This is an optimization exercise on Yosys and OpenROAD, whose aim is small area and a short achievable clock period, not a production implementation. At most, simulation tests tie the RTL to the original design; equivalence was not proved. Power is estimated from default activity; no workload was simulated.

## rev 12
Design wts_sound_core, start of the top module:
module wts_sound_core (
	input  logic                                clk,
	input  logic                                nreset,
	input  logic [wts_timing_pkg::NUM_CH-1:0]   key_on,
	input  logic [wts_timing_pkg::NUM_CH*wts_wave_pkg::FREQ_W-1:0] reg_frequency_count,   
	input  logic [wts_timing_pkg::NUM_CH*wts_wave_pkg::VOL_W-1:0]  reg_volume,            
	input  logic [wts_timing_pkg::NUM_CH*2-1:0]                    reg_enable,            
	input  logic [wts_wave_pkg::ID_W-1:0]       sram_id,
	input  logic [wts_wave_pkg::PHASE_W-1:0]    sram_a,
	input  logic [wts_wave_pkg::SAMPLE_W-1:0]   sram_d,
	input  logic                                sram_oe,
	input  logic                                sram_we,
	output logic [wts_wave_pkg::SAMPLE_W-1:0]   sram_q,
	output logic                                sram_q_en,
	output logic [wts_wave_pkg::OUT_W-1:0]      left_out,
	output logic [wts_wave_pkg::OUT_W-1:0]      right_out
);
	logic [wts_timing_pkg::SLOT_W-1:0]  slot;
	logic                               next_is_cpu;
	logic [wts_wave_pkg::RAM_AW-1:0]    play_addr_next;
	logic                               strobe;
	logic                               cpu_grant;
	logic                               ram_we;
	logic [wts_wave_pkg::SAMPLE_W-1:0]  ram_q;
	logic                               play_valid;
	logic [wts_timing_pkg::SLOT_W-1:0]  play_channel;
	logic [wts_wave_pkg::PHASE_W-1:0]   phase_next;
	logic [wts_wave_pkg::RAM_AW-1:0]    cpu_addr;
	logic [wts_wave_pkg::SAMPLE_W-1:0]  cpu_data;
  ...
For scale: about 5400 cells after synthesis, roughly 2300 flip-flops, about 150 I/O pins.
==> module wts_wave_ram, before the edit <==
module wts_wave_ram (
	input  logic                              clk,
	input  logic                              nreset,          
	input  logic                              next_is_cpu,     
	input  logic [wts_wave_pkg::RAM_AW-1:0]   play_addr_next,  
	input  logic                              strobe,          
	input  logic [wts_wave_pkg::RAM_AW-1:0]   in_addr,
	input  logic                              ram_we,          
	input  logic [wts_wave_pkg::RAM_AW-1:0]   wr_addr,         
	input  logic [wts_wave_pkg::SAMPLE_W-1:0] ram_wdata,
	output logic [wts_wave_pkg::SAMPLE_W-1:0] ram_q
);
	localparam int AW        = wts_wave_pkg::RAM_AW;
	localparam int DW        = wts_wave_pkg::SAMPLE_W;
	localparam int DEPTH     = 2**AW;
	localparam int HW        = AW / 2;
	localparam int HN        = 2**HW;
	localparam int PORT_STEP = 6;   
	localparam int NPORT     = (DEPTH + PORT_STEP - 1) / PORT_STEP;
	logic [DEPTH*DW-1:0] ring;        
	logic [AW-1:0]       rot;         
	logic [HN-1:0]       rd_sel_lo;   
	logic [HN-1:0]       rd_sel_lo2;  
	logic [HN-1:0]       rd_sel_hi;
	logic [AW-1:0]       rd_pos;      
	logic                rd_fwd;      
	logic [AW-1:0]       wb_cnt;      
	logic [AW-1:0]       wb_addr;
	logic [DW-1:0]       wb_data;
	logic                wb_valid;
	logic [NPORT-1:0]    port_en;
	logic                wb_commit;   
	logic [AW-1:0]       wb_cnt_next;
	logic                wb_valid_next;
	logic [AW-1:0]       rd_pos_next;
	logic                rd_fwd_next;
	logic                wb_keep;
	function automatic logic at_port(input logic [AW-1:0] cnt);
		at_port = 1'b0;
		for (int j = 0; j < NPORT; j++) at_port = at_port | (cnt == AW'(j * PORT_STEP + 2));
	endfunction
	function automatic logic at_port_sel(input logic [HN-1:0] hi, input logic [HN-1:0] lo);
		at_port_sel = 1'b0;
		for (int j = 0; j < NPORT; j++) begin
			at_port_sel = at_port_sel | (hi[(j * PORT_STEP + 2) / HN] & lo[(j * PORT_STEP + 2) % HN]);
		end
	endfunction
	always_comb begin
		for (int j = 0; j < NPORT; j++) begin
			port_en[j] = wb_commit && (wb_cnt == AW'(j * PORT_STEP + 2));
		end
	end
	always_ff @(posedge clk) begin
		for (int i = 0; i < DEPTH; i++) begin
			if ((i % PORT_STEP) == 0 && port_en[i / PORT_STEP]) begin
				ring[i*DW +: DW] <= wb_data;
			end else begin
				ring[i*DW +: DW] <= ring[((i + 1) % DEPTH)*DW +: DW];
			end
		end
	end
	function automatic logic [AW-1:0] pos_of(input logic [AW-1:0] addr, input logic [AW-1:0] r);
		pos_of = AW'(wts_wave_pkg::add16(16'(addr), 16'(~r), 1'b0));
	endfunction
	assign wb_keep       = wb_valid && !wb_commit;
	assign wb_cnt_next   = ram_we ? rd_pos : AW'(wts_wave_pkg::add16(16'(wb_cnt), 16'hffff, 1'b0));
	assign wb_valid_next = ram_we || wb_keep;
	function automatic logic fwd_of(input logic [AW-1:0] addr, input logic we, input logic [AW-1:0] waddr,
		input logic keep, input logic [AW-1:0] baddr);
		fwd_of = we ? (waddr == addr) : (keep && baddr == addr);
	endfunction
	always_comb begin
		logic [AW-1:0] p_cpu;
		logic          f_cpu;
		p_cpu = strobe ? pos_of(in_addr, rot) : pos_of(wr_addr, rot);
		f_cpu = strobe ? fwd_of(in_addr, ram_we, wr_addr, wb_keep, wb_addr)
			: fwd_of(wr_addr, ram_we, wr_addr, wb_keep, wb_addr);
		if (!nreset) begin
			rd_pos_next = ~rot;
			rd_fwd_next = fwd_of('0, ram_we, wr_addr, wb_keep, wb_addr);
		end else if (next_is_cpu) begin
			rd_pos_next = p_cpu;
			rd_fwd_next = f_cpu;
		end else begin
			rd_pos_next = pos_of(play_addr_next, rot);
			rd_fwd_next = fwd_of(play_addr_next, ram_we, wr_addr, wb_keep, wb_addr);
		end
	end
	always_comb begin
		rd_pos = '0;
		for (int k = 0; k < HN; k++) begin
			if (rd_sel_lo[k]) rd_pos[HW-1:0]  = rd_pos[HW-1:0] | HW'(k);
			if (rd_sel_hi[k]) rd_pos[AW-1:HW] = rd_pos[AW-1:HW] | HW'(k);
		end
	end
	always_ff @(posedge clk) begin
		rot <= AW'(wts_wave_pkg::add16(16'(rot), 16'd1, 1'b0));
		if (ram_we) begin
			wb_addr  <= wr_addr;
			wb_data  <= ram_wdata;
		end
		wb_cnt    <= wb_cnt_next;
		wb_valid  <= wb_valid_next;
		wb_commit <= ram_we ? at_port_sel(rd_sel_hi, rd_sel_lo) : (wb_keep && at_port(wb_cnt_next));
		rd_fwd <= rd_fwd_next;
		for (int k = 0; k < HN; k++) begin
			rd_sel_lo[k]  <= (rd_pos_next[HW-1:0] == HW'(k));
			rd_sel_lo2[k] <= (rd_pos_next[HW-1:0] == HW'(k));
			rd_sel_hi[k] <= (rd_pos_next[AW-1:HW] == HW'(k));
		end
	end
	always_ff @(posedge clk) begin
		logic [DW-1:0] grp;
		logic [DW-1:0] rd_data;
		rd_data = '0;
		for (int j = 0; j < HN; j++) begin
			grp = '0;
			for (int k = 0; k < HN; k++) begin
				grp = grp | (ring[(j*HN + k)*DW +: DW] & {DW{(j < HN / 2) ? rd_sel_lo[k] : rd_sel_lo2[k]}});
			end
			rd_data = rd_data | (grp & {DW{rd_sel_hi[j]}});
		end
		ram_q <= rd_fwd ? wb_data : rd_data;
	end
endmodule
export LEC_CHECK = 0
export CAP_MARGIN = 20
export CORE_MARGIN = 2
export CORE_UTILIZATION = 40
export CTS_BUF_LIST = sky130_fd_sc_hd__clkbuf_8
export CTS_CLUSTER_DIAMETER = 60
export CTS_CLUSTER_SIZE = 15
export SETUP_SLACK_MARGIN = 3.6
export SLEW_MARGIN = 20
create_clock -name core_clock -period 6.5 [get_ports {clk}]
standard.sh (not shown) runs the stock make flow with config.mk's settings and CLKGATE_MAP_FILE= SYNTH_SCRIPT=/design/flow/synth_recipe.tcl, a recipe that flattens the netlist after the stock synthesis.
==> flow/flow/run.sh <==
#!/bin/bash
set -euo pipefail
bash standard.sh \
	BUFFER_PORTS_ARGS="-buffer_cell sky130_fd_sc_hd__buf_2" \
	CTS_ARGS="-sink_clustering_enable -repair_clock_nets -sink_clustering_size 15 -sink_clustering_max_diameter 60 -buf_list sky130_fd_sc_hd__clkbuf_8 -dont_use_dummy_load" \
	finish > standard_flow.log 2>&1
For rev 13, these inputs were changed with respect to rev 12:
--- a/flow/design.v
+++ b/flow/design.v
@@ -184,11 +184,10 @@
 	localparam int PORT_STEP = 6;   
 	localparam int NPORT     = (DEPTH + PORT_STEP - 1) / PORT_STEP;
 	logic [DEPTH*DW-1:0] ring;        
 	logic [AW-1:0]       rot;         
 	logic [HN-1:0]       rd_sel_lo;   
-	logic [HN-1:0]       rd_sel_lo2;  
 	logic [HN-1:0]       rd_sel_hi;
 	logic [AW-1:0]       rd_pos;      
 	logic                rd_fwd;      
 	logic [AW-1:0]       wb_cnt;      
 	logic [AW-1:0]       wb_addr;
@@ -203,16 +202,10 @@
 	logic                wb_keep;
 	function automatic logic at_port(input logic [AW-1:0] cnt);
 		at_port = 1'b0;
 		for (int j = 0; j < NPORT; j++) at_port = at_port | (cnt == AW'(j * PORT_STEP + 2));
 	endfunction
-	function automatic logic at_port_sel(input logic [HN-1:0] hi, input logic [HN-1:0] lo);
-		at_port_sel = 1'b0;
-		for (int j = 0; j < NPORT; j++) begin
-			at_port_sel = at_port_sel | (hi[(j * PORT_STEP + 2) / HN] & lo[(j * PORT_STEP + 2) % HN]);
-		end
-	endfunction
 	always_comb begin
 		for (int j = 0; j < NPORT; j++) begin
 			port_en[j] = wb_commit && (wb_cnt == AW'(j * PORT_STEP + 2));
 		end
 	end
@@ -265,26 +258,25 @@
 			wb_addr  <= wr_addr;
 			wb_data  <= ram_wdata;
 		end
 		wb_cnt    <= wb_cnt_next;
 		wb_valid  <= wb_valid_next;
-		wb_commit <= ram_we ? at_port_sel(rd_sel_hi, rd_sel_lo) : (wb_keep && at_port(wb_cnt_next));
+		wb_commit <= wb_valid_next && at_port(wb_cnt_next);
 		rd_fwd <= rd_fwd_next;
 		for (int k = 0; k < HN; k++) begin
-			rd_sel_lo[k]  <= (rd_pos_next[HW-1:0] == HW'(k));
-			rd_sel_lo2[k] <= (rd_pos_next[HW-1:0] == HW'(k));
+			rd_sel_lo[k] <= (rd_pos_next[HW-1:0] == HW'(k));
 			rd_sel_hi[k] <= (rd_pos_next[AW-1:HW] == HW'(k));
 		end
 	end
 	always_ff @(posedge clk) begin
 		logic [DW-1:0] grp;
 		logic [DW-1:0] rd_data;
 		rd_data = '0;
 		for (int j = 0; j < HN; j++) begin
 			grp = '0;
 			for (int k = 0; k < HN; k++) begin
-				grp = grp | (ring[(j*HN + k)*DW +: DW] & {DW{(j < HN / 2) ? rd_sel_lo[k] : rd_sel_lo2[k]}});
+				grp = grp | (ring[(j*HN + k)*DW +: DW] & {DW{rd_sel_lo[k]}});
 			end
 			rd_data = rd_data | (grp & {DW{rd_sel_hi[j]}});
 		end
 		ram_q <= rd_fwd ? wb_data : rd_data;
 	end
--- outcome ---
On combined flip-flop and latch cell area, rev 12 and rev 13 are neck and neck.
From rev 12 to rev 13 the numbers moved as follows: part of the Yosys area used for sequential elements neither gained nor lost much; critical-path maximum fanout picked up an extra 15; area share of and/or/nand/nor cells after synthesis lost 0.33 points; share of total power in the clock network lost 0.3 points.
The RTL of rev 12 was laid out without a check of its function.

[afterwards: timing with drivers on the ports]
Ports are ideal in the flow. The routed layouts listed here were re-timed in OpenROAD.
Step 1, drivers: a clkbuf_16 drives clk and a buf_2 each remaining input, both assumed.
Step 2 adds t to the input delays and takes it off the output delays; t is the mean of the earliest and latest rising clock arrival at the registers after step 1. Input paths then give back, and output paths get back, about the clock's delay inside the block.
Three values: ideal, step 1, step 2; two values: the first two.
| run | t (ns) | setup slack, ns | worst hold slack (ns) | slew at the worst register clock pin (ns) |
|---|---|---|---|---|
| rev 12 | 1.023 | 3.428 / 3.428 / 2.954 | 0.283 / 0.283 / 0.283 | 0.10 / 0.10 |
| rev 13 | 1.000 | 3.562 / 3.562 / 2.613 | 0.294 / 0.294 / 0.294 | 0.10 / 0.10 |
After both steps every run listed still meets setup and hold. For rev 13, which loses most, drivers alone change the setup slack by 0.000 ns; drivers and shift together by -0.949 ns.
